This is an optimization exercise on Yosys and OpenROAD, whose aim is small area, not a production implementation. At most, simulation tests tie the RTL to the original design; equivalence was not proved. Power figures rest on the tool's default switching activity, not on a simulated workload. No driver is modelled on the clock port, so clocking that relies on it looks cheaper here than on a real chip.

==> run D <==
// sweep_recorder
module sweep_recorder
(
  input  logic              clock,
  input  logic              reset,
  input  logic [IDX_W-1:0]  regnum,
  input  logic [DATA_W-1:0] wdata,
  input  logic              done,
  input  logic [IDX_W-1:0]  rsel,
  output logic [DATA_W-1:0] rdata,
  output logic              sweep_valid,
  output logic [IDX_W-1:0]  sweep_count,
  output logic [IDX_W-1:0]  sweep_first,
  output logic [IDX_W-1:0]  sweep_last,
  output logic              sweep_dir,
  output logic              sweep_err,
  output logic [DATA_W-1:0] checksum
);
==> module regfile32, before the edit <==
module regfile32
(
  input  logic              clock,
  input  logic              reset,
  input  logic [IDX_W-1:0]  waddr,
  input  logic [DATA_W-1:0] wdata,
  input  logic [IDX_W-1:0]  raddr,
  output logic [DATA_W-1:0] rdata
);
  logic [NREGS-1:1][DATA_W-1:0] mem_q;
  logic [NREGS-1:1]             vld_q;
  logic [NREGS-1:1]             we;
  logic [NREGS-1:1]             sel;
  for (genvar i = 1; i < NREGS; i++) begin : g_reg
    assign we[i]  = (waddr == IDX_W'(i));
    assign sel[i] = vld_q[i] && (raddr == IDX_W'(i));
    always_ff @(posedge clock) begin
      if (we[i]) begin
        mem_q[i] <= wdata;
      end
    end
    always_ff @(posedge clock or negedge reset) begin
      if (!reset) begin
        vld_q[i] <= 1'b0;
      end else if (we[i]) begin
        vld_q[i] <= 1'b1;
      end
    end
  end
  logic [9:0][DATA_W-1:0] grp_n;
  for (genvar g = 0; g < 10; g++) begin : g_grp
    for (genvar b = 0; b < DATA_W; b++) begin : g_bit
      aoi222 u_aoi (
        .a0 (sel[3*g+1]), .a1 (mem_q[3*g+1][b]),
        .b0 (sel[3*g+2]), .b1 (mem_q[3*g+2][b]),
        .c0 (sel[3*g+3]), .c1 (mem_q[3*g+3][b]),
        .y  (grp_n[g][b])
      );
    end
  end
  always_comb begin
    rdata = {DATA_W{sel[NREGS-1]}} & mem_q[NREGS-1];
    for (int g = 0; g < 10; g++) begin
      rdata = rdata | ~grp_n[g];
    end
  end
endmodule
==> module sweep_recorder, before the edit <==
module sweep_recorder
(
  input  logic              clock,
  input  logic              reset,
  input  logic [IDX_W-1:0]  regnum,
  input  logic [DATA_W-1:0] wdata,
  input  logic              done,
  input  logic [IDX_W-1:0]  rsel,
  output logic [DATA_W-1:0] rdata,
  output logic              sweep_valid,
  output logic [IDX_W-1:0]  sweep_count,
  output logic [IDX_W-1:0]  sweep_first,
  output logic [IDX_W-1:0]  sweep_last,
  output logic              sweep_dir,
  output logic              sweep_err,
  output logic [DATA_W-1:0] checksum
);
  logic act_q, rep_q, up_q, dn_q, done_prev_q;
  logic act_d, up_d, dn_d;
  logic [IDX_W-1:0]  cnt_q, first_q, last_q;
  logic              err_q;
  logic [DATA_W-1:0] cks_q;
  logic [IDX_W-1:0]  cnt_d, first_d, last_d;
  logic              err_d;
  logic [DATA_W-1:0] cks_d;
  logic [IDX_W-1:0]  rpt_cnt_q, rpt_first_q, rpt_last_q;
  logic              rpt_dir_q, rpt_err_q;
  logic [DATA_W-1:0] rpt_cks_q;
  logic [DATA_W-1:0] rpt_cks_d;
  logic idle, wr, is_new, step_up, step_dn, seen1, bad, take, ld;
  regfile32 u_rf (
    .clock (clock),
    .reset (reset),
    .waddr (regnum),
    .wdata (wdata),
    .raddr (rsel),
    .rdata (rdata)
  );
  assign idle    = !act_q && !rep_q;
  assign wr      = (regnum != '0);
  assign is_new  = act_q && wr && (regnum != last_q);
  assign step_up = (regnum == last_q + 5'd1);
  assign step_dn = (regnum == last_q - 5'd1);
  assign seen1   = !up_q && !dn_q;
  assign bad     = seen1 ? !(step_up || step_dn) :
                   up_q  ? !step_up : !step_dn;
  assign ld      = idle || is_new;    
  assign take    = done && !done_prev_q && !rep_q;
  always_comb begin
    act_d   = idle ? wr : act_q;
    up_d    = act_q && (up_q || (seen1 && is_new && step_up));
    dn_d    = act_q && (dn_q || (seen1 && is_new && step_dn));
    first_d = idle ? regnum : first_q;
    last_d  = ld ? regnum : last_q;
    err_d   = act_q && (err_q || (is_new && bad));
    if (idle) begin
      cnt_d = {4'd0, wr};
    end else if (is_new && cnt_q != CNT_MAX) begin
      cnt_d = cnt_q + 5'd1;
    end else begin
      cnt_d = cnt_q;
    end
  end
  for (genvar b = 0; b < DATA_W; b++) begin : g_cks
    cks_bit u_cks (
      .act  (act_q),
      .en   (ld && wr),
      .c    (cks_q[b]),
      .w    (wdata[b]),
      .take (take),
      .r    (rpt_cks_q[b]),
      .c_d  (cks_d[b]),
      .r_d  (rpt_cks_d[b])
    );
  end
  always_ff @(posedge clock) begin
    up_q    <= up_d;
    dn_q    <= dn_d;
    cnt_q   <= cnt_d;
    first_q <= first_d;
    last_q  <= last_d;
    err_q   <= err_d;
    cks_q   <= cks_d;
  end
  always_ff @(posedge clock or negedge reset) begin
    if (!reset) begin
      act_q       <= 1'b0;
      rep_q       <= 1'b0;
      done_prev_q <= 1'b0;
      rpt_cnt_q   <= '0;
      rpt_first_q <= '0;
      rpt_last_q  <= '0;
      rpt_dir_q   <= 1'b0;
      rpt_err_q   <= 1'b0;
      rpt_cks_q   <= '0;
    end else begin
      done_prev_q <= done;
      rep_q       <= take;
      act_q       <= act_d && !take && !rep_q;
      rpt_cks_q   <= rpt_cks_d;
      if (take) begin
        rpt_cnt_q   <= cnt_d;
        rpt_first_q <= first_d;
        rpt_last_q  <= last_d;
        rpt_dir_q   <= up_d;
        rpt_err_q   <= err_d;
      end
    end
  end
  assign sweep_valid = rep_q;
  assign sweep_count = rpt_cnt_q;
  assign sweep_first = rpt_first_q;
  assign sweep_last  = rpt_last_q;
  assign sweep_dir   = rpt_dir_q;
  assign sweep_err   = rpt_err_q;
  assign checksum    = rpt_cks_q;
endmodule
==> module cks_bit, before the edit <==
module cks_bit
(
  input  logic act, en, c, w, take, r,
  output logic c_d, r_d
);
  logic x;
  assign x   = (act && c) ^ (en && w);
  assign c_d = x;
  mux2x u_mux (.s (take), .a (x), .b (r), .y (r_d));
endmodule
==> module mux2x, before the edit <==
module mux2x
(
  input  logic s, a, b,
  output logic y
);
  assign y = s ? a : b;
endmodule
Settings: LEC_CHECK=0, CAP_MARGIN=20, CORE_MARGIN=2, CORE_UTILIZATION=50, CTS_CLUSTER_DIAMETER=80, CTS_CLUSTER_SIZE=28, SLEW_MARGIN=20, SYNTH_HIERARCHICAL=1; clock period 7.0 ns.
standard.sh (not shown) runs the stock make flow with config.mk's settings and CLKGATE_MAP_FILE= SYNTH_SCRIPT=/design/flow/synth_recipe.tcl, a recipe that flattens the netlist after the stock synthesis.
==> flow/flow/run.sh <==
#!/bin/bash
# The standard layout (standard.sh) with these changes:
#  - synthesis maps with ABC's speed script minus its buffer and upsize passes
#    (a copy of ORFS's scripts folder, edited here, in ./scripts); the flip-flops
#    and the rest of synthesis are unchanged,
#  - clock tree synthesis without dummy loads (sink clusters as in config.mk),
#  - port buffers of the smallest buffer cell (repair may still resize them).
# make's output goes to flow_make.log here; ORFS keeps each tool's own log under orfs/logs/.
set -euo pipefail
rm -rf scripts
cp -r "$FLOW_HOME/scripts" scripts
sed -i -e '/^buffer -c$/d' -e '/^upsize -c$/d' scripts/abc_speed.script
export CTS_ARGS="-sink_clustering_enable -repair_clock_nets -dont_use_dummy_load -sink_clustering_size 28 -sink_clustering_max_diameter 80"
export BUFFER_PORTS_ARGS="-buffer_cell sky130_fd_sc_hd__buf_1"
bash standard.sh "SCRIPTS_DIR=$PWD/scripts" finish > flow_make.log 2>&1
==> run X: changes against run D <==
--- a/flow/design.v
+++ b/flow/design.v
@@ -33,13 +33,32 @@
   logic [NREGS-1:1]             vld_q;
   logic [NREGS-1:1]             we;
   logic [NREGS-1:1]             sel;
+  logic [NREGS-1:1]             we_n;
+  logic [NREGS-1:1][DATA_W-1:0] mem_d;
+  logic                         ph_q;
+  logic [DATA_W-1:0]            wx_n;
+  logic [DATA_W-1:0]            raw;
+  always_ff @(posedge clock or negedge reset) begin
+    if (!reset) begin
+      ph_q <= 1'b0;
+    end else begin
+      ph_q <= !ph_q;
+    end
+  end
+  assign wx_n = wdata ^ {DATA_W{ph_q}};
   for (genvar i = 1; i < NREGS; i++) begin : g_reg
-    assign we[i]  = (waddr == IDX_W'(i));
-    assign sel[i] = vld_q[i] && (raddr == IDX_W'(i));
+    assign we[i]   = (waddr == IDX_W'(i));
+    assign we_n[i] = !we[i];
+    assign sel[i]  = vld_q[i] && (raddr == IDX_W'(i));
+    for (genvar b = 0; b < DATA_W; b++) begin : g_bit
+      oai22 u_hold (
+        .a0 (mem_q[i][b]), .a1 (we[i]),
+        .b0 (we_n[i]),     .b1 (wx_n[b]),
+        .y  (mem_d[i][b])
+      );
+    end
     always_ff @(posedge clock) begin
-      if (we[i]) begin
-        mem_q[i] <= wdata;
-      end
+      mem_q[i] <= mem_d[i];
     end
     always_ff @(posedge clock or negedge reset) begin
       if (!reset) begin
@@ -61,11 +80,12 @@
     end
   end
   always_comb begin
-    rdata = {DATA_W{sel[NREGS-1]}} & mem_q[NREGS-1];
+    raw = {DATA_W{sel[NREGS-1]}} & mem_q[NREGS-1];
     for (int g = 0; g < 10; g++) begin
-      rdata = rdata | ~grp_n[g];
-    end
-  end
+      raw = raw | ~grp_n[g];
+    end
+  end
+  assign rdata = raw ^ {DATA_W{ph_q && (sel != '0)}};
 endmodule
 module aoi222
 (
@@ -73,6 +93,13 @@
   output logic y
 );
   assign y = !((a0 && a1) || (b0 && b1) || (c0 && c1));
+endmodule
+module oai22
+(
+  input  logic a0, a1, b0, b1,
+  output logic y
+);
+  assign y = !((a0 || a1) && (b0 || b1));
 endmodule
 import sweep_pkg::*;
 module sweep_recorder
@@ -104,6 +131,8 @@
   logic              rpt_dir_q, rpt_err_q;
   logic [DATA_W-1:0] rpt_cks_q;
   logic [DATA_W-1:0] rpt_cks_d;
+  logic [IDX_W-1:0]  rpt_cnt_d, rpt_first_d, rpt_last_d;
+  logic              rpt_dir_d, rpt_err_d;
   logic idle, wr, is_new, step_up, step_dn, seen1, bad, take, ld;
   regfile32 u_rf (
     .clock (clock),
@@ -150,6 +179,17 @@
       .r_d  (rpt_cks_d[b])
     );
   end
+  logic [3*IDX_W+1:0] rpt_new, rpt_old, rpt_nxt;
+  assign rpt_new = {cnt_d, first_d, last_d, up_d, err_d};
+  assign rpt_old = {rpt_cnt_q, rpt_first_q, rpt_last_q, rpt_dir_q, rpt_err_q};
+  assign {rpt_cnt_d, rpt_first_d, rpt_last_d, rpt_dir_d, rpt_err_d} = rpt_nxt;
+  for (genvar b = 0; b < 3*IDX_W+2; b++) begin : g_rpt
+    ao22 u_hold (
+      .a0 (take),  .a1 (rpt_new[b]),
+      .b0 (!take), .b1 (rpt_old[b]),
+      .y  (rpt_nxt[b])
+    );
+  end
   always_ff @(posedge clock) begin
     up_q    <= up_d;
     dn_q    <= dn_d;
@@ -175,13 +215,11 @@
       rep_q       <= take;
       act_q       <= act_d && !take && !rep_q;
       rpt_cks_q   <= rpt_cks_d;
-      if (take) begin
-        rpt_cnt_q   <= cnt_d;
-        rpt_first_q <= first_d;
-        rpt_last_q  <= last_d;
-        rpt_dir_q   <= up_d;
-        rpt_err_q   <= err_d;
-      end
+      rpt_cnt_q   <= rpt_cnt_d;
+      rpt_first_q <= rpt_first_d;
+      rpt_last_q  <= rpt_last_d;
+      rpt_dir_q   <= rpt_dir_d;
+      rpt_err_q   <= rpt_err_d;
     end
   end
   assign sweep_valid = rep_q;
@@ -200,12 +238,12 @@
   logic x;
   assign x   = (act && c) ^ (en && w);
   assign c_d = x;
-  mux2x u_mux (.s (take), .a (x), .b (r), .y (r_d));
-endmodule
-module mux2x
-(
-  input  logic s, a, b,
+  ao22 u_hold (.a0 (take), .a1 (x), .b0 (!take), .b1 (r), .y (r_d));
+endmodule
+module ao22
+(
+  input  logic a0, a1, b0, b1,
   output logic y
 );
-  assign y = s ? a : b;
-endmodule
+  assign y = (a0 && a1) || (b0 && b1);
+endmodule
==> flow/flow/run.sh (replaced) <==
#!/bin/bash
# The standard layout (standard.sh) with these changes:
#  - synthesis maps with ABC's speed script minus its buffer and upsize passes
#    (a copy of ORFS's scripts folder, edited here, in ./scripts); the flip-flops
#    and the rest of synthesis are unchanged,
#  - clock tree synthesis without dummy loads and larger sink clusters,
#  - port buffers of the smallest buffer cell (repair may still resize them).
# make's output goes to flow_make.log here; ORFS keeps each tool's own log under orfs/logs/.
set -euo pipefail
rm -rf scripts
cp -r "$FLOW_HOME/scripts" scripts
sed -i -e '/^buffer -c$/d' -e '/^upsize -c$/d' scripts/abc_speed.script
export CTS_ARGS="-sink_clustering_enable -repair_clock_nets -dont_use_dummy_load -sink_clustering_size 31 -sink_clustering_max_diameter 80"
export BUFFER_PORTS_ARGS="-buffer_cell sky130_fd_sc_hd__buf_1"
bash standard.sh "SCRIPTS_DIR=$PWD/scripts" finish > flow_make.log 2>&1
Settings changed: CAP_MARGIN 20 to 14, CORE_UTILIZATION 50 to 62, CTS_CLUSTER_DIAMETER 80 to not set, CTS_CLUSTER_SIZE 28 to not set, SLEW_MARGIN 20 to 10.
==> run C: changes against run D <==
--- a/flow/design.v
+++ b/flow/design.v
@@ -33,13 +33,21 @@
   logic [NREGS-1:1]             vld_q;
   logic [NREGS-1:1]             we;
   logic [NREGS-1:1]             sel;
+  logic [NREGS-1:1]             we_n;
+  logic [NREGS-1:1][DATA_W-1:0] mem_d;
   for (genvar i = 1; i < NREGS; i++) begin : g_reg
-    assign we[i]  = (waddr == IDX_W'(i));
-    assign sel[i] = vld_q[i] && (raddr == IDX_W'(i));
+    assign we[i]   = (waddr == IDX_W'(i));
+    assign we_n[i] = !we[i];
+    assign sel[i]  = vld_q[i] && (raddr == IDX_W'(i));
+    for (genvar b = 0; b < DATA_W; b++) begin : g_bit
+      ao22 u_hold (
+        .a0 (we[i]),   .a1 (wdata[b]),
+        .b0 (we_n[i]), .b1 (mem_q[i][b]),
+        .y  (mem_d[i][b])
+      );
+    end
     always_ff @(posedge clock) begin
-      if (we[i]) begin
-        mem_q[i] <= wdata;
-      end
+      mem_q[i] <= mem_d[i];
     end
     always_ff @(posedge clock or negedge reset) begin
       if (!reset) begin
@@ -73,6 +81,13 @@
   output logic y
 );
   assign y = !((a0 && a1) || (b0 && b1) || (c0 && c1));
+endmodule
+module ao22
+(
+  input  logic a0, a1, b0, b1,
+  output logic y
+);
+  assign y = (a0 && a1) || (b0 && b1);
 endmodule
 import sweep_pkg::*;
 module sweep_recorder
==> flow/run.sh (new file) <==
#!/bin/bash
# synth_recipe.tcl (not shown) runs the flow's synth.tcl, then flattens the netlist and writes it again
# the make line also repeats each setting of config.mk as NAME=value (left out here)
make -C /OpenROAD-flow-scripts/flow DESIGN_CONFIG=/design/flow/config.mk WORK_HOME=/design/flow/orfs CLKGATE_MAP_FILE= SYNTH_SCRIPT=/design/flow/synth_recipe.tcl finish
Settings changed: CAP_MARGIN 20 to 5, CORE_UTILIZATION 50 to 60, SLEW_MARGIN 20 to 5.
removed: flow/flow/run.sh
removed: flow/standard.sh
==> out/summary.txt <==
OUTCOME
--------------------------------------------------------------------
Outcome                                     timing/DRC/antenna clean

PLACEMENT
--------------------------------------------------------------------
Placed wire-length estimate after detailed placement        63600 um

FINAL LAYOUT
--------------------------------------------------------------------
Most common cell after layout, fill and taps aside          edfxtp_1
Core utilization of the finished layout                        55.9%
Proportion of cell area occupied by multi-input gates          15.5%

POWER AND IR DROP
--------------------------------------------------------------------
Overall power of the completed layout                        11.8 mW

DRT
--------------------------------------------------------------------
DRT iter0 DRCs                                                  4376

CRITICAL PATH
--------------------------------------------------------------------
Critical register-to-register path startpoint              last_q[2]

YOSYS
--------------------------------------------------------------------
Adder-Cell Fraction of Synth Area                             0.127%
Part of the Yosys area used for sequential elements            83.5%

the above is filed under run D

==> out/summary.txt <==
CRITICAL PATH
--------------------------------------------------------------------
Critical register-to-register path startpoint              last_q[4]

YOSYS
--------------------------------------------------------------------
Adder-Cell Fraction of Synth Area                             0.130%
Part of the Yosys area used for sequential elements            59.5%

FINAL LAYOUT
--------------------------------------------------------------------
Core utilization of the finished layout                        68.0%
Proportion of cell area occupied by multi-input gates          35.6%
Most common cell after layout, fill and taps aside           dfxtp_1

POWER AND IR DROP
--------------------------------------------------------------------
Overall power of the completed layout                        14.5 mW

CLOCK NETWORK
--------------------------------------------------------------------
CTS buffer count                                                  47
Cts hold-fix bufs                                                  0

OUTCOME
--------------------------------------------------------------------
Outcome                                     timing/DRC/antenna clean

DRT
--------------------------------------------------------------------
DRT iter0 DRCs                                                  6896

PLACEMENT
--------------------------------------------------------------------
Placed wire-length estimate after detailed placement        82000 um

the above is filed under run C

==> out/summary.txt <==
GLOBAL ROUTING
--------------------------------------------------------------------
Overflow after GRT                                                 0
Met2 Use GR                                                    62.9%

POWER AND IR DROP
--------------------------------------------------------------------
Overall power of the completed layout                        14.5 mW

YOSYS
--------------------------------------------------------------------
Adder-Cell Fraction of Synth Area                             0.137%
Part of the Yosys area used for sequential elements            63.0%

FINAL LAYOUT
--------------------------------------------------------------------
Most common cell after layout, fill and taps aside           dfxtp_1
Proportion of cell area occupied by multi-input gates          33.8%
Core utilization of the finished layout                        70.9%

PLACEMENT
--------------------------------------------------------------------
Placed wire-length estimate after detailed placement        82100 um

CRITICAL PATH
--------------------------------------------------------------------
Critical register-to-register path startpoint              u_rf.ph_q

OUTCOME
--------------------------------------------------------------------
Outcome                                     timing/DRC/antenna clean

DRT
--------------------------------------------------------------------
DRT iter0 DRCs                                                  6656

the above is filed under run X

Function not checked in run D: the RTL went through the layout flow alone.

==> port drivers added, routing unchanged <==
The results above use ideal ports. As a check the final layouts listed here were re-extracted and re-timed, cells and wires unchanged. Step 1 (the two cells are an assumption about what drives the block):
set clk [get_ports {clock}]
set_driving_cell -lib_cell sky130_fd_sc_hd__clkbuf_16 $clk
set_driving_cell -lib_cell sky130_fd_sc_hd__buf_2 [delete_from_list [all_inputs] $clk]
Step 2 times the ports against the registers' clock, not the clock port: input delays grow and output delays shrink by t, the midpoint of the rising clock arrivals with the driver on. Slacks: no drivers / after step 1 / after step 2; pairs: no drivers / after step 1.
| run | shift t [ns] | setup slack, ns | latest minus earliest clock arrival (ns) | worst register clock-pin slew, ns |
|---|---|---|---|---|
| run D | 0.680 | 1.407 / 1.348 / 1.348 | 0.060 / 0.060 | 0.11 / 0.11 |
| run X | 0.686 | 0.534 / 0.461 / 0.461 | 0.048 / 0.048 | 0.12 / 0.12 |
| run C | 0.716 | 0.727 / 0.682 / 0.682 | 0.020 / 0.020 | 0.11 / 0.11 |
After both steps every run listed still meets setup and hold. The setup slack of run X, which loses most, moves by -0.073 ns with the drivers and by -0.073 ns with both steps.
